Source: an optimization exercise on an open RTL-to-GDS flow (aim: small area, a short achievable clock period and few clock cycles per item). Production flows keep margins and buffers that such runs may drop.
Function was checked by simulation only, so behaviour that the tests miss may differ from the original.
Power figures rest on the tool's default switching activity, not on a simulated workload.

**flow/config.mk**
```make
export PLATFORM = sky130hd
export DESIGN_NAME = key_value_table
export DESIGN_NICKNAME = key_value_table
export VERILOG_FILES = /design/flow/design.v
export SDC_FILE = /design/flow/constraint.sdc
export NUM_CORES = 4
export LEC_CHECK = 0
export CAP_MARGIN = 20
export CORE_MARGIN = 2
export CORE_UTILIZATION = 40
export SETUP_SLACK_MARGIN = 2.0
export SLEW_MARGIN = 20
```
**flow/constraint.sdc**
```tcl
create_clock -name core_clock -period 4.0 [get_ports {i_clk}]
set_input_delay 0.8000 -clock core_clock [delete_from_list [all_inputs] [get_ports {i_clk}]]
set_output_delay 0.8000 -clock core_clock [all_outputs]
set_load 0.01 [all_outputs]
```
**flow/design.v**
```verilog
package kvt_pkg;
    localparam int ENTRIES = 16;
    localparam int KEY_W   = 32;
    localparam int VAL_W   = 32;
    localparam int OP_W    = 2;
    localparam logic [OP_W-1:0] OP_DEFINE = 2'd0;
    localparam logic [OP_W-1:0] OP_LOOKUP = 2'd1;
    localparam logic [OP_W-1:0] OP_DELETE = 2'd2;
    localparam logic [OP_W-1:0] OP_UNUSED = 2'd3;
endpackage
module kvt_cell
(
    input  logic                      i_clk,
    input  logic                      i_rst_n,
    input  logic [kvt_pkg::KEY_W-1:0] i_cmp_key,   
    input  logic [kvt_pkg::KEY_W-1:0] i_key,       
    input  logic [kvt_pkg::VAL_W-1:0] i_value,     
    input  logic                      i_match,     
    input  logic                      i_upd,       
    input  logic                      i_del,       
    input  logic                      i_ins,       
    output logic                      o_valid,
    output logic                      o_match,     
    output logic [kvt_pkg::VAL_W-1:0] o_value
);
    logic                      r_valid;
    logic [kvt_pkg::KEY_W-1:0] r_key;
    logic [kvt_pkg::VAL_W-1:0] r_value;
    assign o_match = r_valid && (r_key == i_cmp_key);
    always_ff @(posedge i_clk) begin
        if (!i_rst_n) begin
            r_valid <= 1'b0;
        end else if (i_ins) begin
            r_valid <= 1'b1;
        end else if (i_del && i_match) begin
            r_valid <= 1'b0;
        end
    end
    always_ff @(posedge i_clk) begin
        if (!r_valid) begin
            r_key <= i_key;
        end
        if (!r_valid || (i_upd && i_match)) begin
            r_value <= i_value;
        end
    end
    assign o_valid = r_valid;
    assign o_value = r_value;
endmodule
module key_value_table
(
    input  logic        i_clk,
    input  logic        i_rst_n,
    input  logic        i_s_axis_tvalid,
    output logic        o_s_axis_tready,
    input  logic [63:0] i_s_axis_tdata,    
    input  logic [1:0]  i_s_axis_tuser,    
    output logic        o_m_axis_tvalid,
    input  logic        i_m_axis_tready,
    output logic [31:0] o_m_axis_tdata,    
    output logic [1:0]  o_m_axis_tuser     
);
    localparam int N = kvt_pkg::ENTRIES;
    logic                      r_req_valid;
    logic [kvt_pkg::OP_W-1:0]  r_op;
    logic [kvt_pkg::KEY_W-1:0] r_key;
    logic [kvt_pkg::VAL_W-1:0] r_value;
    logic [N-1:0]              r_match;
    logic                      r_out_valid;
    logic                      r_found;
    logic                      r_full;
    logic [kvt_pkg::VAL_W-1:0] r_value_out;
    logic                      w_advance;
    logic                      w_exec;
    logic                      w_define;
    logic                      w_delete;
    logic                      w_hit;
    logic                      w_full;
    logic                      w_same_key;
    logic [N-1:0]              w_valid;
    logic [N-1:0]              w_cmp;
    logic [N-1:0]              w_free;
    logic [N-1:0]              w_ins;
    logic [N-1:0]              w_post;
    logic [kvt_pkg::VAL_W-1:0] w_value [N];
    logic [kvt_pkg::VAL_W-1:0] w_read;
    assign w_advance       = !r_out_valid || i_m_axis_tready;
    assign w_exec          = r_req_valid && w_advance;
    assign o_s_axis_tready = !r_req_valid || w_advance;
    assign w_define = w_exec && (r_op == kvt_pkg::OP_DEFINE);
    assign w_delete = w_exec && (r_op == kvt_pkg::OP_DELETE);
    for (genvar g = 0; g < N; g++) begin : g_cell
        kvt_cell u_cell (
            .i_clk     (i_clk),
            .i_rst_n   (i_rst_n),
            .i_cmp_key (i_s_axis_tdata[31:0]),
            .i_key     (r_key),
            .i_value   (r_value),
            .i_match   (r_match[g]),
            .i_upd     (w_define),
            .i_del     (w_delete),
            .i_ins     (w_ins[g]),
            .o_valid   (w_valid[g]),
            .o_match   (w_cmp[g]),
            .o_value   (w_value[g])
        );
    end
    always_comb begin
        logic seen;
        seen = 1'b0;
        for (int i = 0; i < N; i++) begin
            w_free[i] = !w_valid[i] && !seen;
            seen      = seen || !w_valid[i];
        end
    end
    assign w_hit  = |r_match;
    assign w_full = &w_valid;
    assign w_ins  = (w_define && !w_hit) ? w_free : '0;
    always_comb begin
        case (r_op)
            kvt_pkg::OP_DEFINE: w_post = w_hit ? r_match : w_free;
            kvt_pkg::OP_DELETE: w_post = '0;
            default:            w_post = r_match;
        endcase
    end
    assign w_same_key = r_req_valid && (r_key == i_s_axis_tdata[31:0]);
    always_comb begin
        w_read = '0;
        for (int i = 0; i < N; i++) begin
            w_read = w_read | (r_match[i] ? w_value[i] : '0);
        end
    end
    always_ff @(posedge i_clk) begin
        if (!i_rst_n) begin
            r_req_valid <= 1'b0;
            r_out_valid <= 1'b0;
        end else begin
            if (o_s_axis_tready) begin
                r_req_valid <= i_s_axis_tvalid;
            end
            if (w_advance) begin
                r_out_valid <= r_req_valid;
            end
        end
    end
    always_ff @(posedge i_clk) begin
        if (o_s_axis_tready) begin
            r_op    <= i_s_axis_tuser;
            r_key   <= i_s_axis_tdata[31:0];
            r_value <= i_s_axis_tdata[63:32];
            r_match <= w_same_key ? w_post : w_cmp;
        end
        if (w_advance) begin
            r_found     <= w_hit && (r_op != kvt_pkg::OP_UNUSED);
            r_full      <= (r_op == kvt_pkg::OP_DEFINE) && !w_hit && w_full;
            r_value_out <= (r_op == kvt_pkg::OP_LOOKUP) ? w_read : '0;
        end
    end
    assign o_m_axis_tvalid = r_out_valid;
    assign o_m_axis_tdata  = r_value_out;
    assign o_m_axis_tuser  = {r_full, r_found};
endmodule
```
**flow/run.sh**
```bash
#!/bin/bash
# synth_recipe.tcl (not shown) runs the flow's synth.tcl, then flattens the netlist and writes it again
# the make line also repeats each setting of config.mk as NAME=value (left out here)
make -C /OpenROAD-flow-scripts/flow DESIGN_CONFIG=/design/flow/config.mk WORK_HOME=/design/flow/orfs CLKGATE_MAP_FILE= SYNTH_SCRIPT=/design/flow/synth_recipe.tcl finish
```
==> impl_results.md, run 1 <==
- Hold Crit Class: flop to flop
- P_int: between 20,000 and 25,000 µW
- Post-DP HPWL: between 70 and 80 mm
- Slew headroom: 0.374
- Final WL: 145 mm
- CP delay by family, top: simple AND/OR/NAND/NOR gates
- Post-Syn Instances: ~2.6k
- Port-buffer cells: around 110
- Synth top area cells: edfxtp_1 (76%), xor2_1 (8.8%), a221oi_1 (1.9%), a22o_1 (1.9%), xnor2_1 (1.9%)
- Synth area leader: edfxtp_1
- Net Count, Synth: between 2k and 3k
- Fin cells: 4,467
- Setup TNS: 0 ns
- Drt first pass iters: 5
- Max-Cap Viols: 0
- Synthesis warning total: 3
- Worst-margin pin slew: approximately 0.94 ns
- Placed instance count: approximately 4.1k
- Io pins: ~110
- Total core area: 0.111 mm²
- Max FO, Critical Path: 18
- Flop pwr share: 0.538
- Via count: 26.2k
- Flops & latches, synth: around 1.2k
- Detail Route Antenna Nets: 0
- Clock Latency Late Sink: roughly 0.76 ns
- Leak: between 0.015 and 0.02 µW
- Mapped cell area: 0.0448 mm²
- All-layer global routing usage: 0.236
- Worst Path Buf+Inv: 2
- Initial antenna violation count: 3
- Routed len/inst: between 30 and 40 µm
- Top-count cell post-synth: edfxtp_1
- Die area: approximately 0.11 mm²
- Critical Path RT: ~4.4 ns
- Chip width: about 340 µm
- FILL cells: between 9k and 10k
- Clk slew on worst S/H paths: around 0.060 ns
- Placer Congestion: between 0.8 and 0.9
- Antenna cell count: 0
- Initial core utilization: 0.404
- Startpoint Class: input pin
- CTS root buf: clkbuf_16
- Final Setup Violations: 0
- Crit-path cells: clkdlybuf4s50_1, xor2_1, nor4_4, nand4_1, or3_4, buf_12, mux2_4
- Endpoints failing hold: 0
- Worst Path Arrival: ~3 ns
- Vias in the first global route: ~25k
- First-pass GRT wire length: 192 mm
- Setup Crit Path Kind: input pin to flop
- Dominant synthesized flop cell: edfxtp_1
- Layout cells sized above 1: 0.199
- Comb pwr share: 0.057
- Cts hold-fix bufs: 0
- Clock sink total: around 1.2k
- Yosys top cell area share: 0.764
- Sequential fraction of the synthesis area: 0.772
- Pwr Total: 26,700 µW
- Post-route minimum period: 2.48 ns
- Largest net degree at the start of global routing: 43
- CP endpoint kind: flop
- 1st-iter DRT viols: between 3k and 4k
- Worst VDD drop: 0.395 mV
- FF+latch area: ~0.035 mm²
- Congestion Overflow GR: 0
- RSZ-0062 raised after global routing: yes
- Synth top cells by count: edfxtp_1 (1,140), xor2_1 (449), nor4_1 (107)
- Area growth from synthesis to layout: 21.8%
- Rows: about 120
- Slew Limit Fails: 0
- Post-synth EDFFs: 1,140
- Status: timing/DRC/antenna clean
- Final Cycle Share: 0.620
- Multi-input gate area: around 0.011 mm²
- Share of flip-flops with an asynchronous set or reset: 0
- Clock Tree Buf Depth: 3
- H-tree level count: 3
- Sw Ratio: 0.222
- Die height: ~340 µm
- Via density: about 5.9
- Max Clk Rate: 403 MHz
- Clock share of power: 0.405
- Drt drc: 0
- Post-Syn Area per Cell: about 18 µm²
- CTS tree: done
- Power Density: 489 mW/mm²
- Net Sw Power: about 6000 µW
- Final Skew: 0.0820 ns
- Slowest cell on crit path: clkdlybuf4s50_1
- TritonCTS Buffers: ~120
- Nets: 2,947
- Critical Path Max Stage Delay: approximately 0.50 ns
- Distinct cells, synth: 39
==> cell type report <==
cell class | count | share of cell area
Sequential cell | 1158 | 0.635
Timing Repair Buffer | 325 | 0.0581
Clock buffer | 148 | 0.0554
Inverter | 20 | 0.00163
Tap cell | 1488 | 0.0341
Multi-Input combinational cell | 1257 | 0.202
Clock inverter | 71 | 0.0141
==> worst register-to-register path, delay by kind of cell, from the launching register on <==
family | cells | cell delay, ns
flip-flops | 1 | 0.41
XOR/XNOR | 1 | 0.23
buffers and inverters | 2 | 0.34
AND/OR/NAND/NOR | 3 | 0.85
multiplexers | 1 | 0.30
==> kinds of logic after synthesis <==
group                  after synthesis  synth area share
multiplexers                        16           0.00394
flip-flops                        1158             0.772
XOR/XNOR                           544             0.106
AND/OR/NAND/NOR                    344            0.0428
buffers and inverters              169            0.0172
AO/OA/AOI/OAI                      320            0.0573
==> per-layer routing <==
layer  global-route usage  vias up  routed length (µm)
li1                     -    10700                   -
met1                0.322    13600               57300
met2                0.384     1589               68200
met3               0.0388      296               13700
met4               0.0840        2                5960
met5                    0        -                  16
==> power by group through the flow <==
stage	combinational (µW)	clock (µW)	sequential [µW]
floorplan	677	0	14600
global placement	1320	0	14600
detailed placement	1330	0	14600
CTS	1410	10900	14300
global route	1570	11400	14400
finish	1510	10800	14300
==> path summary, 6_finish.rpt <==
kind	startpoint	end	slack, ns	cells past startpoint
setup / recovery	i_s_axis_tdata[29]	r_match[7]	1.52	7
hold / removal	g_cell[10].u_cell.r_valid	g_cell[10].u_cell.r_valid	0.57	1
hold reg to reg	g_cell[10].u_cell.r_valid	g_cell[10].u_cell.r_valid	0.57	1
setup reg to reg	r_key[2]	r_match[7]	1.55	7
==> metrics by stage <==
step | worst slack [ns] | utilization | area, µm² | hold slack [ns]
finish | 1.52 | 0.492 | 54600 | 0.566
global route | 1.50 | 0.492 | 54600 | 0.576
CTS | 1.51 | 0.479 | 53100 | 0.578
detailed placement | 0.183 | 0.438 | 48600 | 0.629
global placement | 0.175 | 0.438 | 48500 | 0.607
floorplan | 1.35 | - | 45500 | 0.545
==> layout by cell type, fill, tap and decap left out, drive strengths merged, types with 4 or more instances in the layout <==
cell              n
a221oi           96
o221a             5
dlygate4sd2       8
nand4            38
clkinv           59
dlymetal6s2s     15
mux2             13
nor4            112
a21oi            10
a31oi            33
edfxtp         1140
nor3             39
or3               6
o21ai            11
inv              16
a22o             96
a22oi            64
bufinv           12
nand3            36
clkinvlp          4
buf             253
clkbuf          152
xor2            449
dfxtp            18
xnor2            95
nor2             17
clkdlybuf4s50    45
nand2            87
and3             33
==> sequential cells by signal, indices dropped and copies added, names as in the netlist <==
signal	cells
g_cell.u_cell.r_key	512
g_cell.u_cell.r_valid	16
g_cell.u_cell.r_value	512
r_found	1
r_full	1
r_key	32
r_match	16
r_op	2
r_out_valid	1
r_req_valid	1
r_value	32
r_value_out	32
==> timing repair <==
action                     in CTS  in global routing
gates cloned                    9                 27
setup endpoints to repair     682                472
pin swaps                      24                 47
gates resized for setup       281                130
setup buffers                  28                 63
Testbench counts, summed over its fixed seeds: cycles 9,616, items 9,600.
==> run 2: changes to the inputs <==
--- a/flow/config.mk
+++ b/flow/config.mk
@@ -8,5 +8,6 @@
 export CAP_MARGIN = 20
 export CORE_MARGIN = 2
 export CORE_UTILIZATION = 40
+export CTS_BUF_LIST = sky130_fd_sc_hd__clkbuf_4 sky130_fd_sc_hd__clkbuf_8
 export SETUP_SLACK_MARGIN = 2.0
 export SLEW_MARGIN = 20
==> run 2 against run 1 <==
Synthesized cell count unchanged. Critical endpoint is now o_s_axis_tready. Final cell count grew 1.9%. Worst setup slack worse by 0.13 ns. Via count up 2.3%. Critical path depth shrank 4. Core utilization down 0.59 points. Global-route usage rose by 0.51 points. Largest cell class unchanged. Still clean on timing, DRC and antenna.
==> impl_results.md, run 2 <==
- Status: timing/DRC/antenna clean
- CP Depth: 3
- Routed len/inst: 32.6 µm
- Drt drc: 0
- Max-Cap Viols: 0
- Worst r2r src: g_cell[3].u_cell.r_valid
- Io pins: approximately 110
- Post-DP HPWL: about 74 mm
- Max FO, Critical Path: 2
- Clock sink total: between 1k and 1.5k
- Sequential fraction of the synthesis area: 0.772
- Fin util: 0.487
- HP Start: i_s_axis_tdata[48]
- Met1 Usage GRT: 0.324
- Endpoint, Worst Hold: r_value[16]
- Vias in the first global route: between 20k and 30k
- Final WL: approximately 150 mm
- Synth top cells by count: edfxtp_1 (1,140), xor2_1 (449), nor4_1 (107)
- CP endpoint kind: output pin
- Max Clk Rate: ~380 MHz
- Congestion Overflow GR: 0
- Post-Syn Instances: around 2.6k
- R2r setup slk: around 1.5 ns
- Crit-path cells: nor2b_4, nand2_4, buf_6
- Share of flip-flops with an asynchronous set or reset: 0
- Top Usage Layer GRT: met2
- Mapped cell area: approximately 0.045 mm²
- Flop pwr share: 0.555
- Slowest cell on crit path: dfxtp_2
- Slew Limit Fails: 0
- Post-route minimum period: ~2.6 ns
- Die height: around 340 µm
- Pwr Total: 25,900 µW
- Comb pwr share: 0.055
- Synth area leader: edfxtp_1
- FF-to-FF path depth: 5
- Clock share of power: 0.390
- Power Density: about 480 mW/mm²
- Clock Latency Late Sink: 0.91 ns
- Drt first pass iters: 6
- Final Cycle Share: 0.653
- Worst-margin pin slew: 0.967 ns
- Nets: about 3.0k
- Hold Crit Class: input pin to flop
- CTS root buf: clkbuf_8
- Clock Tree Buf Depth: 3
- Dominant synthesized flop cell: edfxtp_1
- Multi-input gate area: 0.0111 mm²
- 1st-iter DRT viols: approximately 3.7k
- Sw Ratio: 0.233
- Via count: 26.8k
- Initial antenna violation count: 2
- RSZ-0062 raised after global routing: yes
- Net Sw Power: 6030 µW
- Via density: just under 6
- Setup TNS: 0 ns
- Net Count, Synth: 2,621
- CTS tree: done
- Detail Route Antenna Nets: 0
- Endpoints failing hold: 0
- Placer Congestion: ~0.88
- Worst Path Buf+Inv: 1
- Worst Path Arrival: ~1.8 ns
- Largest regs: g_cell.u_cell.r_key: 512 flops, g_cell.u_cell.r_value: 512 flops
- Most frequent cells in the layout: edfxtp_1 (1,140), xor2_1 (445), clkbuf_8 (186)
- Die area: approximately 0.11 mm²
- Largest net degree at the start of global routing: 43
- Reg-to-reg endpoint: r_match[12]
- First-pass GRT wire length: 195 mm
- Setup Crit Path Kind: flop to output pin
- Clk slew on worst S/H paths: ~0.060 ns
- Synth top area cells: edfxtp_1 (76%), xor2_1 (8.8%), a221oi_1 (1.9%), a22o_1 (1.9%), xnor2_1 (1.9%)
- Yosys top cell area share: 0.764
- Port-buffer cells: approximately 110
- Synthesis warning total: 3
- Cts hold-fix bufs: 0
- H-tree level count: 4
- Rows: around 120
- Hold path depth: 1
- Chip width: roughly 340 µm
- Met2 GRT Util: 0.385
- Critical Path Max Stage Delay: ~0.32 ns
- Area growth from synthesis to layout: 20.4%
- All-layer global routing usage: 0.241
- Total core area: approximately 0.11 mm²
- Slew headroom: 0.354
- Critical Path RT: roughly 3.2 ns
- TritonCTS Buffers: ~190
- Global routing usage on met3: 0.0489
- Distinct cells, synth: 39
- Initial core utilization: 0.404
- Flops & latches, synth: approximately 1.2k
- FF+latch area: 0.0346 mm²
- Final Setup Violations: 0
- Post-Syn Area per Cell: 17.6 µm²
- Layout cells sized above 1: 0.216
- Final Skew: 0.0655 ns
- CP delay by family, top: simple AND/OR/NAND/NOR gates
- FILL cells: between 9k and 10k
- Top-count cell post-synth: edfxtp_1
- Commonest non-fill, non-tap cell in the layout: edfxtp_1
- Startpoint Class: flop
- Post-synth EDFFs: ~1.1k
- Worst VDD drop: around 0.29 mV
- Leak: between 0.015 and 0.02 µW
- P_int: between 15,000 and 20,000 µW
## run 2: changes by cell type in the layout (fill, tap and decap cells not counted), moves of 21 or more
cell / delta
clkbuf_8: +184
clkbuf_16: -118
clkbuf_1: -31
clkdlybuf4s50_1: +21
clkbuf_4: +69
buf_4: -37
## run 2: worst max-delay path by stage
stage	endpoint	start	slack, ns
after detailed placement	r_match[10]	i_s_axis_tdata[29]	0.18
after global placement	r_match[10]	i_s_axis_tdata[29]	0.17
after CTS	o_s_axis_tready	r_out_valid	1.34
after global routing	o_s_axis_tready	r_out_valid	1.37
after floorplan	r_match[10]	i_s_axis_tdata[12]	1.35
final	o_s_axis_tready	r_out_valid	1.39
## run 2: timing repair
item | CTS | global route
pin swaps | 23 | 45
gates cloned | 12 | 33
endpoints found under the setup margin | 681 | 526
buffers inserted | 18 | 28
resized for setup | 233 | 100
## run 2: area by class of cell
cell class / instances / share of cell area
multi-input cells: 1268 / 0.207
clock inverters: 78 / 0.0103
well taps: 1488 / 0.0345
clock buffers: 255 / 0.0571
flip-flops and latches: 1158 / 0.642
diodes: 5 / 0.000232
inverters: 20 / 0.00165
repair buffers: 278 / 0.0472
## run 2: cell families (layout without fill, tap and decap cells)
group | after synthesis | after routing | synth area share
compound gates | 320 | 321 | 0.0573
flops | 1158 | 1158 | 0.772
xor+xnor | 544 | 544 | 0.106
buf+inv | 169 | 631 | 0.0172
mux | 16 | 16 | 0.00394
simple gates | 344 | 387 | 0.0428
other cells | 0 | 5 | 0
## run 2: per-layer routing
layer / up-vias / routed length (µm)
met5: - / 13
met4: 2 / 6430
met3: 332 / 15900
met2: 1777 / 68300
met1: 13900 / 57800
li1: 10800 / -
## run 2: stage by stage
stage	hold WS [ns]	cells	worst slack, ns	instance area (µm²)
after floorplan	0.545	2551	1.35	45500
after detailed placement	0.629	4121	0.183	48600
final	0.478	4550	1.39	53900
after global routing	0.450	4550	1.37	53900
after CTS	0.419	4484	1.34	52800
after global placement	0.607	4119	0.175	48500
## run 2: power groups by stage
stage | Combinational (µW) | Sequential [µW] | Clock [µW]
2_1_floorplan | 677 | 14600 | 0
3_3_place_gp | 1320 | 14600 | 0
3_5_place_dp | 1330 | 14600 | 0
4_1_cts | 1370 | 14400 | 10200
5_1_grt | 1470 | 14400 | 10700
6_report | 1410 | 14400 | 10100
==> run 3: changes to the inputs <==
--- a/flow/design.v
+++ b/flow/design.v
@@ -65,11 +65,23 @@
     logic [kvt_pkg::OP_W-1:0]  r_op;
     logic [kvt_pkg::KEY_W-1:0] r_key;
     logic [kvt_pkg::VAL_W-1:0] r_value;
-    logic [N-1:0]              r_match;
+    logic [N-1:0]              r_raw;      
+    logic                      r_same;     
+    logic                      r_kill;     
+    logic [N-1:0]              r_insv;     
+    logic [N-1:0]              w_match;
     logic                      r_out_valid;
     logic                      r_found;
     logic                      r_full;
     logic [kvt_pkg::VAL_W-1:0] r_value_out;
+    logic                      r_skid_valid;
+    logic                      r_skid_found;
+    logic                      r_skid_full;
+    logic [kvt_pkg::VAL_W-1:0] r_skid_value;
+    logic                      w_take;
+    logic                      w_res_found;
+    logic                      w_res_full;
+    logic [kvt_pkg::VAL_W-1:0] w_res_value;
     logic                      w_advance;
     logic                      w_exec;
     logic                      w_define;
@@ -81,11 +93,12 @@
     logic [N-1:0]              w_cmp;
     logic [N-1:0]              w_free;
     logic [N-1:0]              w_ins;
-    logic [N-1:0]              w_post;
+    logic [N-1:0]              w_insv;
     logic [kvt_pkg::VAL_W-1:0] w_value [N];
     logic [kvt_pkg::VAL_W-1:0] w_read;
-    assign w_advance       = !r_out_valid || i_m_axis_tready;
+    assign w_advance       = !r_skid_valid;
     assign w_exec          = r_req_valid && w_advance;
+    assign w_take          = !r_out_valid || i_m_axis_tready;
     assign o_s_axis_tready = !r_req_valid || w_advance;
     assign w_define = w_exec && (r_op == kvt_pkg::OP_DEFINE);
     assign w_delete = w_exec && (r_op == kvt_pkg::OP_DELETE);
@@ -96,7 +109,7 @@
             .i_cmp_key (i_s_axis_tdata[31:0]),
             .i_key     (r_key),
             .i_value   (r_value),
-            .i_match   (r_match[g]),
+            .i_match   (w_match[g]),
             .i_upd     (w_define),
             .i_del     (w_delete),
             .i_ins     (w_ins[g]),
@@ -113,33 +126,37 @@
             seen      = seen || !w_valid[i];
         end
     end
-    assign w_hit  = |r_match;
+    assign w_match = (r_raw & {N{!r_kill}}) | (r_insv & {N{r_same}});
+    assign w_hit  = |w_match;
     assign w_full = &w_valid;
     assign w_ins  = (w_define && !w_hit) ? w_free : '0;
-    always_comb begin
-        case (r_op)
-            kvt_pkg::OP_DEFINE: w_post = w_hit ? r_match : w_free;
-            kvt_pkg::OP_DELETE: w_post = '0;
-            default:            w_post = r_match;
-        endcase
-    end
+    assign w_insv = ((r_op == kvt_pkg::OP_DEFINE) && !w_hit) ? w_free : '0;
     assign w_same_key = r_req_valid && (r_key == i_s_axis_tdata[31:0]);
     always_comb begin
         w_read = '0;
         for (int i = 0; i < N; i++) begin
-            w_read = w_read | (r_match[i] ? w_value[i] : '0);
+            w_read = w_read | (w_match[i] ? w_value[i] : '0);
         end
     end
+    assign w_res_found = w_hit && (r_op != kvt_pkg::OP_UNUSED);
+    assign w_res_full  = (r_op == kvt_pkg::OP_DEFINE) && !w_hit && w_full;
+    assign w_res_value = (r_op == kvt_pkg::OP_LOOKUP) ? w_read : '0;
     always_ff @(posedge i_clk) begin
         if (!i_rst_n) begin
             r_req_valid <= 1'b0;
             r_out_valid <= 1'b0;
+            r_skid_valid <= 1'b0;
         end else begin
             if (o_s_axis_tready) begin
                 r_req_valid <= i_s_axis_tvalid;
             end
-            if (w_advance) begin
-                r_out_valid <= r_req_valid;
+            if (w_take) begin
+                r_out_valid <= r_skid_valid || w_exec;
+            end
+            if (r_skid_valid) begin
+                r_skid_valid <= !w_take;
+            end else begin
+                r_skid_valid <= w_exec && !w_take;
             end
         end
     end
@@ -148,12 +165,20 @@
             r_op    <= i_s_axis_tuser;
             r_key   <= i_s_axis_tdata[31:0];
             r_value <= i_s_axis_tdata[63:32];
-            r_match <= w_same_key ? w_post : w_cmp;
+            r_raw   <= w_cmp;
+            r_same  <= w_same_key;
+            r_kill  <= w_same_key && (r_op == kvt_pkg::OP_DELETE);
+            r_insv  <= w_insv;
         end
-        if (w_advance) begin
-            r_found     <= w_hit && (r_op != kvt_pkg::OP_UNUSED);
-            r_full      <= (r_op == kvt_pkg::OP_DEFINE) && !w_hit && w_full;
-            r_value_out <= (r_op == kvt_pkg::OP_LOOKUP) ? w_read : '0;
+        if (w_take) begin
+            r_found     <= r_skid_valid ? r_skid_found : w_res_found;
+            r_full      <= r_skid_valid ? r_skid_full  : w_res_full;
+            r_value_out <= r_skid_valid ? r_skid_value : w_res_value;
+        end
+        if (!r_skid_valid) begin
+            r_skid_found <= w_res_found;
+            r_skid_full  <= w_res_full;
+            r_skid_value <= w_res_value;
         end
     end
     assign o_m_axis_tvalid = r_out_valid;
--- a/flow/config.mk
+++ b/flow/config.mk
@@ -8,6 +8,5 @@
 export CAP_MARGIN = 20
 export CORE_MARGIN = 2
 export CORE_UTILIZATION = 40
-export CTS_BUF_LIST = sky130_fd_sc_hd__clkbuf_4 sky130_fd_sc_hd__clkbuf_8
 export SETUP_SLACK_MARGIN = 2.0
 export SLEW_MARGIN = 20
==> run 3 against run 2 <==
Core utilization increased by 4.2 points. First-iteration DRC count increased by 40%. Wire length increased by 21%. Via count increased by 21%. Non-clock buffer count increased by 343. Highest routed layer unchanged.
==> impl_results.md, run 3 <==
- Clk slew on worst S/H paths: roughly 0.060 ns
- Die area: ~0.12 mm²
- Setup Crit Path Kind: flop to flop
- Power Density: approximately 450 mW/mm²
- Setup TNS: 0 ns
- Clock Latency Late Sink: approximately 0.8 ns
- Crit-path cells: o41ai_2, o21a_1, and4_4, nand3_4, buf_6, nor4_2
- Sequential fraction of the synthesis area: 0.756
- Via count: between 30k and 40k
- CTS tree: done
- Slew headroom: 0.367
- Routed len/inst: 33.9 µm
- Via density: approximately 6.1
- Congestion Overflow GR: 0
- Yosys top cell area share: 0.734
- Commonest non-fill, non-tap cell in the layout: edfxtp_1
- Total core area: between 0.1 and 0.15 mm²
- Worst Path Buf+Inv: 1
- Hold_ws: 0.309 ns
- Synth top cells by count: edfxtp_1 (1,158), o21ai_0 (538), xnor2_1 (439)
- Endpoints failing hold: 0
- 1st-iter DRT viols: a little over 5k
- Max-Cap Viols: 0
- Net Count, Synth: around 3.1k
- Area growth from synthesis to layout: 31.4%
- Post-synth EDFFs: about 1.2k
- Pwr Total: 28,100 µW
- Largest net degree at the start of global routing: 35
- CP endpoint kind: flop
- Layout cells sized above 1: 0.283
- Post-route minimum period: 2.66 ns
- Final Skew: 0.0353 ns
- Worst Path Arrival: between 3 and 4 ns
- Die height: around 350 µm
- Post-DP HPWL: about 90 mm
- Nets: 3,713
- Slew Limit Fails: 0
- Vias in the first global route: 30.4k
- Final Cycle Share: 0.666
- Drt drc: 0
- Post-Syn Area per Cell: approximately 16 µm²
- Distinct cells, synth: 36
- First-pass GRT wire length: approximately 240 mm
- Initial core utilization: 0.402
- Synth area leader: edfxtp_1
- Drt first pass iters: 5
- Io pins: about 110
- All-layer global routing usage: 0.283
- Critical Path RT: approximately 4.6 ns
- Post-Syn Instances: slightly above 3k
- Mapped cell area: between 0.04 and 0.05 mm²
- FILL cells: roughly 9.3k
- Startpoint Class: flop
- Top-count cell post-synth: edfxtp_1
- CP delay by family, top: compound AO/OA/AOI/OAI gates
- Synth top area cells: edfxtp_1 (73%), xnor2_1 (8.1%), o21ai_0 (5.7%), nand4_1 (3.2%), dfxtp_1 (2.2%)
- Chip width: approximately 350 µm
- Initial antenna violation count: 8
- Dominant synthesized flop cell: edfxtp_1
- Hold Crit Class: input pin to flop
- Leak: 0.0224 µW
- TritonCTS Buffers: 130
- Clock Tree Buf Depth: 3
- RSZ-0062 raised after global routing: yes
- Worst-margin pin slew: about 0.95 ns
- Worst VDD drop: 0.402 mV
- Status: timing/DRC/antenna clean
- Final Setup Violations: 0
- Max FO, Critical Path: 6
- CTS root buf: clkbuf_16
- Synthesis warning total: 3
- Final WL: 179 mm
- Most frequent cells in the layout: edfxtp_1 (1,158), xnor2_1 (397), o21ai_0 (376)
- Placer Congestion: roughly 0.84
- Largest regs: g_cell.u_cell.r_key: 512 flops, g_cell.u_cell.r_value: 512 flops
- Share of flip-flops with an asynchronous set or reset: 0
- Clock sink total: between 1k and 1.5k
- H-tree level count: 4
- Cts hold-fix bufs: 0
- Max Clk Rate: ~380 MHz
- Port-buffer cells: 105
- Flops & latches, synth: 1,211
- Slowest cell on crit path: o41ai_2
- Critical Path Max Stage Delay: approximately 0.80 ns
- Rows: between 100 and 150
- Detail Route Antenna Nets: 0
-- run 3: cell types whose count changed in the layout (fill, tap and decap cells not counted), sizes merged, moves of 31 or more --
cell	before	now
o21ai	11	568
xor2	449	104
xnor2	95	439
buf	208	543
nand4	38	244
a221oi	96	0
a22o	96	1
clkbuf	255	190
a22oi	64	0
nand2	97	44
dfxtp	18	53
a31oi	33	0
and3	33	2
nor3	39	8
-- run 3: timing repair --
| action | CTS | global route |
|---|---|---|
| cloned | 49 | 12 |
| endpoints found under the setup margin | 666 | 596 |
| buffers inserted | 223 | 66 |
| gates resized for setup | 639 | 310 |
| pin swaps | 139 | 142 |
-- run 3: area by class of cell --
| cell class | count | area, µm² | share of cell area |
|---|---|---|---|
| sequential | 1211 | 35800 | 0.576 |
| multi-input combinational | 1660 | 13000 | 0.208 |
| timing repair buffer | 621 | 7410 | 0.119 |
| clock buffer | 171 | 3510 | 0.0564 |
| tap | 1536 | 1920 | 0.0309 |
| clock inverter | 64 | 532 | 0.00854 |
| inverter | 19 | 78.8 | 0.00127 |
| antenna | 2 | 5.00 | 0.0000804 |
-- run 3: path summary, 6_finish.rpt --
kind                                          from                to  slack [ns]  depth (start not counted)
worst min register to register    r_skid_value[27]  r_skid_value[27]        0.45                          2
worst max register to register           r_insv[6]         r_insv[8]        1.34                          6
worst min-delay path            i_s_axis_tdata[27]         r_key[27]        0.31                          1
worst max-delay path                     r_insv[6]         r_insv[8]        1.34                          6
-- run 3: cell families after synthesis --
logic type | share of synthesized area
compound gates | 0.0655
xor+xnor | 0.100
buf+inv | 0.0171
flops | 0.756
simple gates | 0.0606
-- run 3: metal layers --
layer,track usage,vias to the layer above,wire length (µm)
met4,0.153,8,11800
met3,0.0756,616,23600
met5,0,-,50
li1,-,12900,-
met1,0.373,16400,64900
met2,0.426,2509,78900
-- run 3: stage by stage --
step                       util  cell area, µm²  std cells  setup WS (ns)
after floorplan               -           48100       3051           1.86
after global placement    0.439           51700       4692         0.0274
after detailed placement  0.440           51800       4697         0.0357
after CTS                 0.512           60300       5204           1.72
after global routing      0.529           62300       5283           1.29
final                     0.529           62300       5284           1.34
-- run 3: power breakdown --
group          switching, µW  internal (µW)
clock network           5090           6600
logic                    881            704
registers                310          14500
total                   6280          21800
-- run 3: worst reg2reg max path, cell delays in order (launching register included) --
cell and delay (ns):
edfxtp_1 0.42, o41ai_2 0.80, o21a_1 0.33, and4_4 0.37
nand3_4 0.19, buf_6 0.17, nor4_2 0.18
Testbench counts of run 3, summed over its fixed seeds: cycles 9,616, items 9,600.
==> run 4: changes to the inputs <==
--- a/flow/design.v
+++ b/flow/design.v
@@ -69,6 +69,11 @@
     logic                      r_same;     
     logic                      r_kill;     
     logic [N-1:0]              r_insv;     
+    logic                      r_ins_any;  
+    logic                      r_tready;   
+    logic                      w_ready;
+    logic                      w_req_valid_nx;
+    logic                      w_skid_valid_nx;
     logic [N-1:0]              w_match;
     logic                      r_out_valid;
     logic                      r_found;
@@ -99,7 +104,8 @@
     assign w_advance       = !r_skid_valid;
     assign w_exec          = r_req_valid && w_advance;
     assign w_take          = !r_out_valid || i_m_axis_tready;
-    assign o_s_axis_tready = !r_req_valid || w_advance;
+    assign w_ready         = !r_req_valid || w_advance;
+    assign o_s_axis_tready = r_tready;
     assign w_define = w_exec && (r_op == kvt_pkg::OP_DEFINE);
     assign w_delete = w_exec && (r_op == kvt_pkg::OP_DELETE);
     for (genvar g = 0; g < N; g++) begin : g_cell
@@ -127,7 +133,7 @@
         end
     end
     assign w_match = (r_raw & {N{!r_kill}}) | (r_insv & {N{r_same}});
-    assign w_hit  = |w_match;
+    assign w_hit  = (|r_raw && !r_kill) || (r_same && r_ins_any);
     assign w_full = &w_valid;
     assign w_ins  = (w_define && !w_hit) ? w_free : '0;
     assign w_insv = ((r_op == kvt_pkg::OP_DEFINE) && !w_hit) ? w_free : '0;
@@ -141,27 +147,25 @@
     assign w_res_found = w_hit && (r_op != kvt_pkg::OP_UNUSED);
     assign w_res_full  = (r_op == kvt_pkg::OP_DEFINE) && !w_hit && w_full;
     assign w_res_value = (r_op == kvt_pkg::OP_LOOKUP) ? w_read : '0;
+    assign w_req_valid_nx  = w_ready ? i_s_axis_tvalid : r_req_valid;
+    assign w_skid_valid_nx = r_skid_valid ? !w_take : (w_exec && !w_take);
     always_ff @(posedge i_clk) begin
         if (!i_rst_n) begin
             r_req_valid <= 1'b0;
             r_out_valid <= 1'b0;
             r_skid_valid <= 1'b0;
+            r_tready     <= 1'b1;
         end else begin
-            if (o_s_axis_tready) begin
-                r_req_valid <= i_s_axis_tvalid;
-            end
+            r_req_valid  <= w_req_valid_nx;
+            r_skid_valid <= w_skid_valid_nx;
+            r_tready     <= !w_req_valid_nx || !w_skid_valid_nx;
             if (w_take) begin
                 r_out_valid <= r_skid_valid || w_exec;
-            end
-            if (r_skid_valid) begin
-                r_skid_valid <= !w_take;
-            end else begin
-                r_skid_valid <= w_exec && !w_take;
             end
         end
     end
     always_ff @(posedge i_clk) begin
-        if (o_s_axis_tready) begin
+        if (w_ready) begin
             r_op    <= i_s_axis_tuser;
             r_key   <= i_s_axis_tdata[31:0];
             r_value <= i_s_axis_tdata[63:32];
@@ -169,6 +173,7 @@
             r_same  <= w_same_key;
             r_kill  <= w_same_key && (r_op == kvt_pkg::OP_DELETE);
             r_insv  <= w_insv;
+            r_ins_any <= (r_op == kvt_pkg::OP_DEFINE) && !w_hit && !w_full;
         end
         if (w_take) begin
             r_found     <= r_skid_valid ? r_skid_found : w_res_found;
--- a/flow/config.mk
+++ b/flow/config.mk
@@ -8,5 +8,8 @@
 export CAP_MARGIN = 20
 export CORE_MARGIN = 2
 export CORE_UTILIZATION = 40
+export CTS_CLUSTER_DIAMETER = 100
+export CTS_CLUSTER_SIZE = 30
 export SETUP_SLACK_MARGIN = 2.0
 export SLEW_MARGIN = 20
+export TNS_END_PERCENT = 5
==> run 4 against run 3 <==
Combinational power is 7% lower. Flip-flop and latch count up 2. Synthesized cell count rose by 0.36%. Register-to-register slack better by 0.20 ns. Core utilization decreased by 5.2 points. Global-route usage decreased by 2.6 points. Die area hardly changed. Highest routed layer unchanged. First-iteration DRC count fell by 18%. Maximum frequency is 8.3% higher. Largest cell class unchanged. Still clean. Design area decreased by 9.9%. Clock power shrank 46%. Non-clock buffer count fell by 167.
==> impl_results.md, run 4 <==
- Synth area leader: edfxtp_1
- Startpoint Class: flop
- Largest net degree at the start of global routing: 49
- Placer Congestion: approximately 0.86
- Clock share of power: 0.280
- Net Count, Synth: around 3.1k
- Worst-margin pin slew: 1.08 ns
- Most used cell, CP: buf_12
- Final WL: 167 mm
- Fin cells: around 5k
- Worst Path Arrival: 2.81 ns
- Comb pwr share: 0.065
- Slew headroom: 0.280
- CTS tree: done
- Slowest cell on crit path: and2_2
- Total core area: approximately 0.12 mm²
- Distinct cells, synth: 41
- Global routing usage on met3: 0.0425
- Detail Route Antenna Nets: 0
- Largest regs: g_cell.u_cell.r_key: 512 flops, g_cell.u_cell.r_value: 512 flops
- Via count: around 30k
- CP delay by family, top: simple AND/OR/NAND/NOR gates
- Synth top cells by count: edfxtp_1 (1,159), o21ai_0 (543), xnor2_1 (420)
- Final Cycle Share: 0.615
- Yosys top cell area share: 0.734
- HP Start: i_s_axis_tdata[9]
- Met1 Usage GRT: 0.343
- Crit path launch: r_same
- Commonest non-fill, non-tap cell in the layout: edfxtp_1
- First-pass GRT wire length: 218 mm
- Most frequent cells in the layout: edfxtp_1 (1,159), o21ai_0 (499), xnor2_1 (399)
- Io pins: 106
- Setup Crit Path Kind: flop to flop
- Net Sw Power: between 5000 and 6000 µW
- Share of flip-flops with an asynchronous set or reset: 0
- Worst VDD drop: ~0.35 mV
- Worst Path Buf+Inv: 3
- Mapped cell area: 0.0474 mm²
- Port-buffer cells: 105
- Post-synth EDFFs: about 1.2k
- CP endpoint kind: flop
- Drt drc: 0
- Synth top area cells: edfxtp_1 (73%), xnor2_1 (7.8%), o21ai_0 (5.7%), nand4_1 (3.2%), dfxtp_1 (2.3%)
- Routed len/inst: between 30 and 40 µm
- Leak: approximately 0.020 µW
- Post-Syn Instances: roughly 3k
- Clock Latency Late Sink: slightly above 0.7 ns
- Met2 GRT Util: 0.422
- Sw Ratio: 0.225
- Max-Cap Viols: 0
- Vias in the first global route: 27.6k
- Area growth from synthesis to layout: 18.3%
- Hold_ws: around 0.43 ns
- Post-DP HPWL: 88.2 mm
- Placed instance count: between 4k and 5k
- H-tree level count: 2
- P_int: ~18,000 µW
- Slew Limit Fails: 0
- Flops & latches, synth: between 1k and 1.5k
- Layout cells sized above 1: 0.178
- Initial core utilization: 0.403
- Top Usage Layer GRT: met2
- Pwr Total: ~23,000 µW
- TritonCTS Buffers: 47
- Top-count cell post-synth: edfxtp_1
- Via density: just over 6
- Flop pwr share: 0.655
- Setup TNS: 0 ns
- 1st-iter DRT viols: roughly 4.2k
- Critical Path Max Stage Delay: approximately 0.6 ns
- Congestion Overflow GR: 0
- All-layer global routing usage: 0.257
- Rows: 126
- Crit-path cells: buf_12, buf_12, and2_2, nor2_1, o21ai_4, buf_8
- Synthesis warning total: 3
- Hold Crit Class: input pin to flop
- CTS root buf: clkbuf_16
- Final Skew: ~0.056 ns
- RSZ-0062 raised after global routing: yes
- Post-Syn Area per Cell: approximately 15 µm²
- Sequential fraction of the synthesis area: 0.757
- Critical Path RT: 4.35 ns
- Nets: 3,475
- Clock Tree Buf Depth: 3
- Die height: ~350 µm
- Die area: around 0.12 mm²
- Final Setup Violations: 0
- Drt first pass iters: 5
- Fin util: 0.476
- Max FO, Critical Path: 32
- Max Clk Rate: a little over 400 MHz
- Endpoints failing hold: 0
- Clock sink total: between 1k and 1.5k
- Worst r2r src: r_same
- Initial antenna violation count: 10
- Chip width: ~350 µm
- Clk slew on worst S/H paths: roughly 0.12 ns
- Dominant synthesized flop cell: edfxtp_1
- Power Density: 404 mW/mm²
- Status: timing/DRC/antenna clean
- Post-route minimum period: 2.46 ns
run 4: kinds of logic (layout without fill, tap and decap cells):
kind of cell / count (synthesis) / in the layout / synth area share
AO/OA/AOI/OAI: 617 / 617 / 0.0678
XOR/XNOR: 527 / 527 / 0.0973
buffers and inverters: 215 / 566 / 0.0181
flip-flops: 1213 / 1213 / 0.757
other: 0 / 5 / 0
AND/OR/NAND/NOR: 490 / 513 / 0.0600
run 4: final timing paths:
kind / endpoint / slack, ns / cells after the start
setup / recovery: g_cell[4].u_cell.r_value[18] / 1.54 / 6
hold / removal: r_key[9] / 0.43 / 1
setup reg to reg: g_cell[4].u_cell.r_value[18] / 1.54 / 6
hold reg to reg: r_skid_value[30] / 0.47 / 2
run 4: worst register-to-register path: stages, from the launching register on:
cell	delay (ns)
edfxtp_1	0.40
buf_12	0.15
buf_12	0.15
and2_2	0.60
nor2_1	0.21
o21ai_4	0.18
buf_8	0.35
run 4: repair_timing:
| item | in CTS | in global routing |
|---|---|---|
| hold buffers | 0 | 0 |
| gates resized for setup | 201 | 221 |
| pin swaps | 16 | 84 |
| gates cloned | 11 | 19 |
| setup endpoints to repair | 739 | 739 |
| buffers inserted | 76 | 100 |
run 4: through the flow:
| step | area, µm² | setup WS, ns |
|---|---|---|
| after floorplan | 47900 | 1.89 |
| after global placement | 51400 | 0.0936 |
| after detailed placement | 51400 | 0.0772 |
| after CTS | 54200 | 1.68 |
| after global routing | 56100 | 1.55 |
| final | 56100 | 1.54 |
run 4: cell type report:
| cell class | count | area, µm² |
|---|---|---|
| fill | 10100 | 61700 |
| sequential | 1213 | 35900 |
| multi-input combinational | 1657 | 12100 |
| timing repair buffer | 454 | 4580 |
| tap | 1536 | 1920 |
| clock buffer | 73 | 1310 |
| clock inverter | 7 | 125 |
| inverter | 32 | 120 |
| antenna | 5 | 12.5 |
run 4: power groups by stage:
stage | Combinational, µW | Clock [µW] | Sequential, µW
after floorplan | 689 | 0 | 15000
after global placement | 1280 | 0 | 15100
after detailed placement | 1270 | 0 | 15100
after CTS | 1340 | 6380 | 14800
after global routing | 1520 | 6740 | 14900
final | 1470 | 6350 | 14800
run 4: layer usage:
layer | part of all wire | routed length, µm
met5 | 0.00023 | 38
met4 | 0.050 | 8360
met3 | 0.10 | 17500
met2 | 0.47 | 78500
met1 | 0.38 | 62700
Testbench counts of run 4, summed over its fixed seeds: cycles 9,616, items 9,600.
==> run 5: changes to the inputs <==
--- a/flow/design.v
+++ b/flow/design.v
@@ -65,16 +65,12 @@
     logic [kvt_pkg::OP_W-1:0]  r_op;
     logic [kvt_pkg::KEY_W-1:0] r_key;
     logic [kvt_pkg::VAL_W-1:0] r_value;
-    logic [N-1:0]              r_raw;      
-    logic                      r_same;     
+    logic [N-1:0]              r_match;
     logic                      r_kill;     
-    logic [N-1:0]              r_insv;     
-    logic                      r_ins_any;  
     logic                      r_tready;   
     logic                      w_ready;
     logic                      w_req_valid_nx;
     logic                      w_skid_valid_nx;
-    logic [N-1:0]              w_match;
     logic                      r_out_valid;
     logic                      r_found;
     logic                      r_full;
@@ -115,7 +111,7 @@
             .i_cmp_key (i_s_axis_tdata[31:0]),
             .i_key     (r_key),
             .i_value   (r_value),
-            .i_match   (w_match[g]),
+            .i_match   (r_match[g]),
             .i_upd     (w_define),
             .i_del     (w_delete),
             .i_ins     (w_ins[g]),
@@ -132,8 +128,7 @@
             seen      = seen || !w_valid[i];
         end
     end
-    assign w_match = (r_raw & {N{!r_kill}}) | (r_insv & {N{r_same}});
-    assign w_hit  = (|r_raw && !r_kill) || (r_same && r_ins_any);
+    assign w_hit  = |r_match && !r_kill;
     assign w_full = &w_valid;
     assign w_ins  = (w_define && !w_hit) ? w_free : '0;
     assign w_insv = ((r_op == kvt_pkg::OP_DEFINE) && !w_hit) ? w_free : '0;
@@ -141,12 +136,12 @@
     always_comb begin
         w_read = '0;
         for (int i = 0; i < N; i++) begin
-            w_read = w_read | (w_match[i] ? w_value[i] : '0);
+            w_read = w_read | (r_match[i] ? w_value[i] : '0);
         end
     end
     assign w_res_found = w_hit && (r_op != kvt_pkg::OP_UNUSED);
     assign w_res_full  = (r_op == kvt_pkg::OP_DEFINE) && !w_hit && w_full;
-    assign w_res_value = (r_op == kvt_pkg::OP_LOOKUP) ? w_read : '0;
+    assign w_res_value = ((r_op == kvt_pkg::OP_LOOKUP) && w_hit) ? w_read : '0;
     assign w_req_valid_nx  = w_ready ? i_s_axis_tvalid : r_req_valid;
     assign w_skid_valid_nx = r_skid_valid ? !w_take : (w_exec && !w_take);
     always_ff @(posedge i_clk) begin
@@ -169,11 +164,8 @@
             r_op    <= i_s_axis_tuser;
             r_key   <= i_s_axis_tdata[31:0];
             r_value <= i_s_axis_tdata[63:32];
-            r_raw   <= w_cmp;
-            r_same  <= w_same_key;
+            r_match <= w_cmp | (w_insv & {N{w_same_key}});
             r_kill  <= w_same_key && (r_op == kvt_pkg::OP_DELETE);
-            r_insv  <= w_insv;
-            r_ins_any <= (r_op == kvt_pkg::OP_DEFINE) && !w_hit && !w_full;
         end
         if (w_take) begin
             r_found     <= r_skid_valid ? r_skid_found : w_res_found;
==> run 5 against run 4 <==
Clock skew shrank 0.0075 ns. Flip-flop and latch count is 18 lower. Synthesized cell count down 13%. Wire length decreased by 17%. Power decreased by 2.1%. Register-to-register slack better by 0.07 ns. Highest routed layer is now met4. Still clean.
==> impl_results.md, run 5 <==
- Crit-path cells: nor4_4, a41oi_2, or3_4, buf_12, or3_4, o31ai_1
- Post-DP HPWL: just over 80 mm
- Synthesis warning total: 3
- Endpoint, Worst Hold: r_skid_value[22]
- Max FO, Critical Path: 7
- Final WL: 139 mm
- First-pass GRT wire length: about 190 mm
- Reg-to-reg endpoint: g_cell[12].u_cell.r_valid
- Clock Tree Buf Depth: 3
- Setup Crit Path Kind: flop to flop
- Net Count, Synth: 2,747
- Synth top cells by count: edfxtp_1 (1,141), xnor2_1 (330), xor2_1 (207)
- Clock Latency Late Sink: ~0.70 ns
- Share of flip-flops with an asynchronous set or reset: 0
- Mapped cell area: 0.0457 mm²
- Post-Syn Instances: between 2k and 3k
- Final Skew: 0.0488 ns
- Routed len/inst: roughly 31 µm
- Max Clk Rate: 418 MHz
- Drt first pass iters: 7
- Sequential fraction of the synthesis area: 0.773
- Layout cells sized above 1: 0.140
- R2r setup slk: 1.61 ns
- Slew headroom: 0.370
- Worst-margin pin slew: ~0.94 ns
- Final Cycle Share: 0.598
- Vias in the first global route: between 20k and 25k
- Slew Limit Fails: 0
- Post-Syn Area per Cell: about 17 µm²
- Yosys top cell area share: 0.749
- Post-synth EDFFs: 1,141
- P_int: ~17,000 µW
- CP delay by family, top: simple AND/OR/NAND/NOR gates
- Flops & latches, synth: 1,195
- Worst Path Arrival: between 2 and 3 ns
- Distinct cells, synth: 42
- Worst Path Buf+Inv: 1
- CTS tree: done
- Die area: between 0.1 and 0.15 mm²
- Cts hold-fix bufs: 0
- Largest regs: g_cell.u_cell.r_key: 512 flops, g_cell.u_cell.r_value: 512 flops
- Congestion Overflow GR: 0
- Leak: around 0.018 µW
- Synth top area cells: edfxtp_1 (75%), xnor2_1 (6.3%), xor2_1 (4.0%), a22oi_1 (2.8%), dfxtp_1 (2.4%)
- Startpoint Class: flop
- Via density: slightly below 6
- 1st-iter DRT viols: 3,432
- Most used cell, CP: or3_4
- Initial antenna violation count: 1
- Hold Crit Class: flop to flop
- Clk slew on worst S/H paths: between 0.1 and 0.15 ns
- Critical Path RT: ~4.6 ns
- Endpoints failing hold: 0
- Placer Congestion: around 0.9
- Most frequent cells in the layout: edfxtp_1 (1,141), xnor2_1 (323), xor2_1 (204)
- RSZ-0062 raised after global routing: yes
- Worst VDD drop: about 0.33 mV
- Final Setup Violations: 0
- Hold path depth: 2
- Net Sw Power: between 4000 and 5000 µW
- Hold_ws: between 0.4 and 0.5 ns
- H-tree level count: 2
- Power Density: 421 mW/mm²
- Chip width: around 340 µm
- CTS root buf: clkbuf_16
- Max-Cap Viols: 0
- Io pins: around 110
- HP Start: r_skid_value[22]
- FF-to-FF path depth: 6
- Rows: 124
- Critical Path Max Stage Delay: 0.49 ns
- Via count: 25.9k
- Drt drc: 0
- Largest net degree at the start of global routing: 71
- Nets: between 2k and 3k
- Total core area: 0.114 mm²
- Post-route minimum period: about 2.4 ns
- Slowest cell on crit path: edfxtp_1
- All-layer global routing usage: 0.232
- Sw Ratio: 0.223
- Detail Route Antenna Nets: 0
- Flop pwr share: 0.659
- CP endpoint kind: flop
- Commonest non-fill, non-tap cell in the layout: edfxtp_1
- Status: timing/DRC/antenna clean
- Dominant synthesized flop cell: edfxtp_1
- Worst r2r src: r_match[13]
- Port-buffer cells: 105
- TritonCTS Buffers: 47
- Initial core utilization: 0.401
- Setup TNS: 0 ns
- Clock sink total: 1,195
- Comb pwr share: 0.063
- Top-count cell post-synth: edfxtp_1
- Area growth from synthesis to layout: 15.0%
- Die height: 342 µm
- Clock share of power: 0.278
- Synth area leader: edfxtp_1
- FILL cells: between 9k and 10k
-- run 5: per-stage QoR --
step	total power (µW)	area, µm²	setup WS, ns	instances	util
CTS	22200	51500	1.64	4404	0.452
global placement	16100	49400	0.260	4297	0.433
global route	22700	52600	1.59	4454	0.462
finish	22200	52600	1.61	4455	0.462
detailed placement	16200	49400	0.170	4299	0.434
floorplan	15500	45700	1.41	2677	-
-- run 5: timing repair --
| item | in CTS | in global routing |
|---|---|---|
| endpoints found under the hold margin | 0 | 0 |
| endpoints found under the setup margin | 715 | 701 |
| buffers inserted | 21 | 46 |
| gates resized for setup | 143 | 146 |
| cloned | 2 | 4 |
| pin swaps | 12 | 38 |
-- run 5: final cells by class --
class	count	area (µm²)	share of cell area
clock buffer	75	1320	0.0252
clock inverter	7	97.6	0.00186
inverter	24	90.1	0.00171
antenna	1	2.50	0.0000476
tap	1512	1890	0.0360
multi-input combinational	1305	10500	0.200
timing repair buffer	336	3320	0.0631
sequential	1195	35400	0.672
-- run 5: worst max-delay path by stage --
| stage | from | endpoint | slack [ns] | depth (start not counted) |
|---|---|---|---|---|
| finish | r_match[13] | g_cell[12].u_cell.r_valid | 1.61 | 6 |
| global route | r_match[13] | g_cell[3].u_cell.r_valid | 1.59 | 6 |
| CTS | i_s_axis_tdata[29] | r_match[3] | 1.64 | 7 |
| detailed placement | i_s_axis_tdata[24] | r_match[5] | 0.17 | 8 |
| global placement | i_s_axis_tdata[24] | r_match[5] | 0.26 | 8 |
| floorplan | i_s_axis_tdata[4] | r_match[0] | 1.41 | 7 |
-- run 5: per-layer routing --
metal / vias to the layer above / share of wire / track usage
met5: - / 0 / 0
met4: 0 / 0.039 / 0.0832
met3: 212 / 0.084 / 0.0318
met2: 1386 / 0.48 / 0.377
met1: 13600 / 0.40 / 0.320
li1: 10700 / - / -
-- run 5: power groups by stage --
stage | combinational, µW | clock (µW) | sequential, µW
final | 1390 | 6170 | 14600
after global routing | 1440 | 6630 | 14700
after CTS | 1290 | 6260 | 14600
after detailed placement | 1230 | 0 | 14900
after global placement | 1220 | 0 | 14900
after floorplan | 631 | 0 | 14800
-- run 5: tightest hold or removal path, cell delays in order (launching register included) --
cell,delay [ns]
dfxtp_1,0.32
nand2_1,0.05
o31ai_1,0.07
-- run 5: cell families (layout without fill, tap and decap cells) --
group,count (synthesis),in the layout,share of synthesized area
AND/OR/NAND/NOR,434,436,0.0498
other,0,1,0
flip-flops,1195,1195,0.773
XOR/XNOR,537,537,0.103
AO/OA/AOI/OAI,332,332,0.0583
buffers and inverters,179,442,0.0159
Testbench counts of run 5, summed over its fixed seeds: cycles 9,616, items 9,600.
==> run 6: changes to the inputs <==
--- a/flow/config.mk
+++ b/flow/config.mk
@@ -7,9 +7,9 @@
 export LEC_CHECK = 0
 export CAP_MARGIN = 20
 export CORE_MARGIN = 2
-export CORE_UTILIZATION = 40
+export CORE_UTILIZATION = 50
 export CTS_CLUSTER_DIAMETER = 100
-export CTS_CLUSTER_SIZE = 30
+export CTS_CLUSTER_SIZE = 25
 export SETUP_SLACK_MARGIN = 2.0
 export SLEW_MARGIN = 20
 export TNS_END_PERCENT = 5
==> run 6 against run 5 <==
Flip-flop and latch count unchanged. Design area about the same. Sequential share of layout area up 0.063 points. Critical path type is now input pin to flop. Final cell count down 6.8%. Largest cell class unchanged. Synthesized cell count unchanged. Hold slack worse by 0.0034 ns. Non-clock buffer count up 26. Highest routed layer is now met5.
==> impl_results.md, run 6 <==
- Status: timing/DRC/antenna clean
- Flops & latches, synth: approximately 1.2k
- Clock Tree Buf Depth: 3
- Clock share of power: 0.282
- Routed len/inst: ~34 µm
- Sequential fraction of the synthesis area: 0.773
- Io pins: 106
- Via count: about 26k
- CP endpoint kind: flop
- Leak: 0.0182 µW
- Drt first pass iters: 5
- All-layer global routing usage: 0.295
- Multi-input gate area: ~0.01 mm²
- Via density: 6.31
- Final WL: 140 mm
- Clock sink total: 1,195
- Max FO, Critical Path: 19
- Synth area leader: edfxtp_1
- Cts hold-fix bufs: 0
- Clk slew on worst S/H paths: around 0.11 ns
- Distinct cells, synth: 42
- Post-Syn Area per Cell: 17.1 µm²
- Worst VDD drop: ~0.33 mV
- Final Skew: around 0.033 ns
- Mapped cell area: between 0.04 and 0.05 mm²
- Max-Cap Viols: 0
- Setup TNS: 0 ns
- Initial antenna violation count: 2
- Net Count, Synth: ~2.7k
- Detail Route Antenna Nets: 0
- Max Clk Rate: between 400 and 500 MHz
- Endpoints failing hold: 0
- Comb pwr share: 0.064
- Setup Crit Path Kind: input pin to flop
- CTS root buf: clkbuf_16
- HP Start: r_skid_value[25]
- Commonest non-fill, non-tap cell in the layout: edfxtp_1
- Hold Crit Class: flop to flop
- Die area: 0.0939 mm²
- Flop pwr share: 0.654
- Critical Path RT: about 4.5 ns
- Post-DP HPWL: 78.8 mm
- Vias in the first global route: ~25k
- 1st-iter DRT viols: ~3.2k
- Placer Congestion: around 0.9
- Startpoint Class: input pin
- Post-route minimum period: roughly 2.4 ns
- Layout cells sized above 1: 0.140
- Top-count cell post-synth: edfxtp_1
- Port-buffer cells: about 110
- Post-synth EDFFs: approximately 1.1k
- Congestion Overflow GR: 0
- Final Cycle Share: 0.598
- H-tree level count: 2
- P_int: about 17,000 µW
- Synthesis warning total: 3
- Initial core utilization: 0.506
- Dominant synthesized flop cell: edfxtp_1
- Synth top cells by count: edfxtp_1 (1,141), xnor2_1 (330), xor2_1 (207)
- Drt drc: 0
- Die height: slightly above 300 µm
- Power Density: 425 mW/mm²
- Area growth from synthesis to layout: 14.9%
- Most frequent cells in the layout: edfxtp_1 (1,141), xnor2_1 (327), xor2_1 (206)
- Worst-margin pin slew: approximately 1.1 ns
- Largest regs: g_cell.u_cell.r_key: 512 flops, g_cell.u_cell.r_value: 512 flops
- TritonCTS Buffers: 53
- Slew headroom: 0.257
- Post-Syn Instances: ~2.7k
- Largest net degree at the start of global routing: 71
- Nets: ~3.0k
- R2r setup slk: 1.63 ns
- Total core area: around 0.090 mm²
- Net Sw Power: about 5000 µW
- Sw Ratio: 0.218
- Slew Limit Fails: 0
- First-pass GRT wire length: between 150 and 200 mm
- Clock Latency Late Sink: 0.66 ns
- Chip width: 306 µm
- FILL cells: 6,848
- FF-to-FF path depth: 6
- Rows: 110
- FF+latch area: 0.0354 mm²
- Endpoint, Worst Hold: r_skid_value[25]
- Final Setup Violations: 0
- Yosys top cell area share: 0.749
- Hold path depth: 2
- Hold_ws: 0.463 ns
- Synth top area cells: edfxtp_1 (75%), xnor2_1 (6.3%), xor2_1 (4.0%), a22oi_1 (2.8%), dfxtp_1 (2.4%)
- Reg-to-reg endpoint: r_match[1]
- Worst Path Arrival: 2.89 ns
- Share of flip-flops with an asynchronous set or reset: 0
- CTS tree: done
- Worst r2r src: r_key[8]
- RSZ-0062 raised after global routing: yes
run 6: cell counts after synthesis:
No cell type changed its count.
run 6: metal layers:
| metal | GRT usage | wire length (µm) | share of wire | vias up |
|---|---|---|---|---|
| met2 | 0.493 | 68700 | 0.49 | 1363 |
| met5 | 0 | 9 | 0.000064 | - |
| li1 | - | - | - | 10800 |
| met3 | 0.0370 | 11300 | 0.080 | 222 |
| met4 | 0.104 | 5230 | 0.037 | 2 |
| met1 | 0.401 | 55200 | 0.39 | 13800 |
run 6: power by group through the flow:
| stage | logic, µW | registers, µW | clock network [µW] |
|---|---|---|---|
| after floorplan | 631 | 14800 | 0 |
| after detailed placement | 1230 | 14900 | 0 |
| final | 1430 | 14600 | 6310 |
| after global placement | 1200 | 14900 | 0 |
| after global routing | 1480 | 14700 | 6780 |
| after CTS | 1370 | 14600 | 6380 |
run 6: how the worst max path moves through the flow:
stage,startpoint,depth (start not counted),slack [ns],end
after floorplan,i_s_axis_tdata[4],7,1.41,r_match[0]
final,i_s_axis_tdata[9],8,1.61,r_match[1]
after CTS,i_s_axis_tdata[15],7,1.64,r_match[6]
after global routing,r_key[4],7,1.59,r_match[1]
after global placement,i_s_axis_tdata[15],7,0.29,r_match[6]
after detailed placement,i_s_axis_tdata[15],7,0.25,r_match[6]
run 6: final cells by class:
class                      count  share of cell area
antenna                        1           0.0000476
clock buffer                  88              0.0283
clock inverter                 2            0.000405
inverter                      24             0.00171
multi-input combinational   1305               0.196
sequential                  1195               0.673
tap                         1176              0.0280
timing repair buffer         362              0.0728
run 6: stage by stage:
stage | util | cells | worst slack, ns | cell area (µm²) | power [µW]
2_1_floorplan | - | 2677 | 1.41 | 45700 | 15500
3_3_place_gp | 0.542 | 3956 | 0.289 | 48900 | 16100
3_5_place_dp | 0.543 | 3963 | 0.254 | 49000 | 16200
4_1_cts | 0.573 | 4107 | 1.64 | 51700 | 22400
5_1_grt | 0.582 | 4152 | 1.59 | 52500 | 22900
6_report | 0.582 | 4153 | 1.61 | 52500 | 22300
run 6: kinds of logic (layout without fill, tap and decap cells):
group | after synthesis | after routing | share of synthesized area
other cells | 0 | 1 | 0
compound gates | 332 | 332 | 0.0583
simple gates | 434 | 436 | 0.0498
flops | 1195 | 1195 | 0.773
xor+xnor | 537 | 537 | 0.103
buf+inv | 179 | 476 | 0.0159
run 6: critical path, cell delays in order:
cell,delay [ns]
clkdlybuf4s50_1,0.51
buf_12,0.24
o21ai_0,0.16
nor4_2,0.38
nand4_2,0.18
buf_8,0.19
buf_16,0.16
o32ai_2,0.24
run 6: what timing repair did:
item	in CTS	in global routing
endpoints found under the hold margin	0	0
pin swaps	28	22
gates cloned	5	5
endpoints found under the setup margin	728	623
buffers inserted	49	40
gates resized for setup	139	85
==> run 7: changes to the inputs <==
--- a/flow/config.mk
+++ b/flow/config.mk
@@ -7,9 +7,9 @@
 export LEC_CHECK = 0
 export CAP_MARGIN = 20
 export CORE_MARGIN = 2
-export CORE_UTILIZATION = 50
+export CORE_UTILIZATION = 40
 export CTS_CLUSTER_DIAMETER = 100
 export CTS_CLUSTER_SIZE = 25
-export SETUP_SLACK_MARGIN = 2.0
+export SETUP_SLACK_MARGIN = 1.7
 export SLEW_MARGIN = 20
 export TNS_END_PERCENT = 5
==> run 7 against run 6 <==
Register-to-register slack worse by 0.08 ns. Hold slack about the same. Global-route usage down 6.3 points. Synthesized cell count stayed put. Die area up 25%. Flip-flop and latch count unchanged. Largest power group unchanged. Wire length shrank 1.6%.
==> impl_results.md, run 7 <==
- Status: timing/DRC/antenna clean
- Area after DPL: slightly below 0.05 mm²
- Clock Tree Buf Depth: 3
- Antenna cell count: 0
- Total core area: between 0.1 and 0.15 mm²
- Final Skew: between 0.03 and 0.04 ns
- Sequential fraction of the synthesis area: 0.773
- Nets: roughly 3.0k
- Max FO, Critical Path: 9
- Rows: about 120
- All-layer global routing usage: 0.232
- Share of flip-flops with an asynchronous set or reset: 0
- Top Usage Layer GRT: met2
- Worst VDD drop: 0.382 mV
- Chip width: between 300 and 400 µm
- Synth area leader: edfxtp_1
- Critical Path RT: between 4 and 5 ns
- Critical Path Max Stage Delay: 0.50 ns
- Design area: between 0.05 and 0.06 mm²
- Slew headroom: 0.326
- Commonest non-fill, non-tap cell in the layout: edfxtp_1
- Largest net degree at the start of global routing: 71
- Top-count cell post-synth: edfxtp_1
- Synthesis warning total: 3
- Post-route minimum period: 2.53 ns
- Endpoints failing hold: 0
- First-pass GRT wire length: 191 mm
- Slowest cell on crit path: clkdlybuf4s50_1
- Clock Latency Late Sink: roughly 0.7 ns
- Global routing usage on met3: 0.0293
- Dominant synthesized flop cell: edfxtp_1
- Most used cell, CP: nand4_1
- Flops & latches, synth: between 1k and 1.5k
- Cts hold-fix bufs: 0
- Largest family of logic cells by synthesized area: XOR/XNOR gates
- CTS tree: done
- Startpoint Class: input pin
- Slew Limit Fails: 0
- Synth top cells by count: edfxtp_1 (1,141), xnor2_1 (330), xor2_1 (207)
- Yosys top cell area share: 0.749
- Worst Path Buf+Inv: 3
- Final Cycle Share: 0.633
- Via density: ~5.8
- Power Density: between 400 and 500 mW/mm²
- Area growth from synthesis to layout: 13.7%
- R2r setup slk: about 1.6 ns
- Leak: about 0.018 µW
- Largest regs: g_cell.u_cell.r_key: 512 flops, g_cell.u_cell.r_value: 512 flops
- Hold path depth: 2
- Setup Crit Path Kind: input pin to flop
- Setup TNS: 0 ns
- Drt drc: 0
- FF-to-FF path depth: 6
- Max-Cap Viols: 0
- Die area: ~0.12 mm²
- FF+latch area: around 0.035 mm²
- Crit-path cells: clkdlybuf4s50_1, buf_6, xnor2_1, nand4_1, nor4_2, buf_4, nand4_1, o32ai_2
- Via count: roughly 26k
- Simple-Gate Fraction of Synth Area: 0.0498
- Worst r2r src: r_match[11]
- Clock sink total: roughly 1.2k
- Post-Syn Area per Cell: 17.1 µm²
- Mux cell area share after synthesis: 0
- Reg-to-reg endpoint: r_value_out[15]
- Final Setup Violations: 0
- Crit path launch: i_s_axis_tdata[10]
- Io pins: roughly 110
- Met1 Usage GRT: 0.320
- Clk slew on worst S/H paths: roughly 0.10 ns
- Hold Crit Class: flop to flop
- Post-synth EDFFs: around 1.1k
- Worst Path Arrival: between 3 and 4 ns
- Congestion Overflow GR: 0
- Net Count, Synth: 2,747
- Die height: approximately 340 µm
- Initial core utilization: 0.401
- RSZ-0062 raised after global routing: yes
- TritonCTS Buffers: 54
- CTS root buf: clkbuf_16
- Routed len/inst: 31.2 µm
- Mapped cell area: 0.0457 mm²
- Post-DP HPWL: 81.4 mm
- CP delay by family, top: simple AND/OR/NAND/NOR gates
- Post-Synth Adder-Cell Area: 0
- H-tree level count: 2
- Port-buffer cells: ~110
- Initial antenna violation count: 4
- Vias in the first global route: between 20k and 25k
- Pwr Total: 22,400 µW
- Endpoint, Worst Hold: r_skid_value[22]
- Placer Congestion: 0.924
- Post-Syn Instances: between 2k and 3k
- Post-synthesis compound-gate area fraction: 0.0583
- Post-Synth XOR/XNOR Area: 0.103
- Final WL: 138 mm
- Detail Route Antenna Nets: 0
- Multi-input gate area: about 0.010 mm²
- HP Start: r_skid_value[22]
- CP endpoint kind: flop
- Max Clk Rate: between 300 and 400 MHz
- Worst-margin pin slew: between 1 and 1.5 ns
- FILL cells: roughly 9.8k
## run 7: cell count changes in the layout (fill, tap and decap cells not counted), sizes merged
cell	change
clkinv	-1
bufbuf	-1
diode	-1
dlymetal6s2s	+1
clkbuf	-1
buf	-58
inv	+6
nand2	-1
clkdlybuf4s50	+7
dlygate4sd2	-9
## run 7: worst max path at each step
| stage | depth (start not counted) | slack (ns) | to |
|---|---|---|---|
| after global placement | 8 | 0.26 | r_match[5] |
| after detailed placement | 8 | 0.17 | r_match[5] |
| after global routing | 8 | 1.51 | r_match[12] |
| after floorplan | 7 | 1.41 | r_match[0] |
| final | 8 | 1.47 | r_match[4] |
| after CTS | 8 | 1.53 | r_match[1] |
## run 7: repair_timing
item / 4_1_cts / 5_1_grt
pin swaps: 8 / 22
cloned: 0 / 3
endpoints found under the setup margin: 625 / 458
buffers inserted: 15 / 20
hold endpoints to repair: 0 / 0
gates resized for setup: 73 / 76
## run 7: metrics by stage
step                      instances  hold WS (ns)   util  setup WS [ns]
after floorplan                2677         0.417      -           1.41
after global placement         4297         0.435  0.433          0.260
after detailed placement       4299         0.445  0.434          0.170
after CTS                      4408         0.468  0.451           1.53
after global routing           4431         0.489  0.457           1.51
final                          4431         0.463  0.457           1.47
## run 7: final cells by class
class                           count  area share
Timing Repair Buffer              302      0.0560
Sequential cell                  1195       0.680
Inverter                           24     0.00173
Multi-Input combinational cell   1304       0.196
Clock inverter                      7     0.00130
Tap cell                         1512      0.0364
Clock buffer                       87      0.0288
## run 7: per-layer routing
layer,wire length (µm),vias up,part of all wire
li1,-,10700,-
met1,54600,13400,0.40
met2,66400,1394,0.48
met3,12000,206,0.087
met4,5070,0,0.037
met5,0,-,0
## run 7: cell families (layout without fill, tap and decap cells)
| family | Yosys count | count (layout) |
|---|---|---|
| flops | 1195 | 1195 |
| buf+inv | 179 | 420 |
| simple gates | 434 | 435 |
| compound gates | 332 | 332 |
| xor+xnor | 537 | 537 |
## run 7: worst min-delay path: stages (launching register included)
cell     delay [ns]
dfxtp_1        0.32
nand2_1        0.05
o31ai_1        0.07
## run 7: power breakdown
group / leakage (µW) / internal [µW] / switching [µW]
Combinational: 0.00434 / 544 / 804
Sequential: 0.0126 / 14300 / 307
Clock: 0.000753 / 2620 / 3840
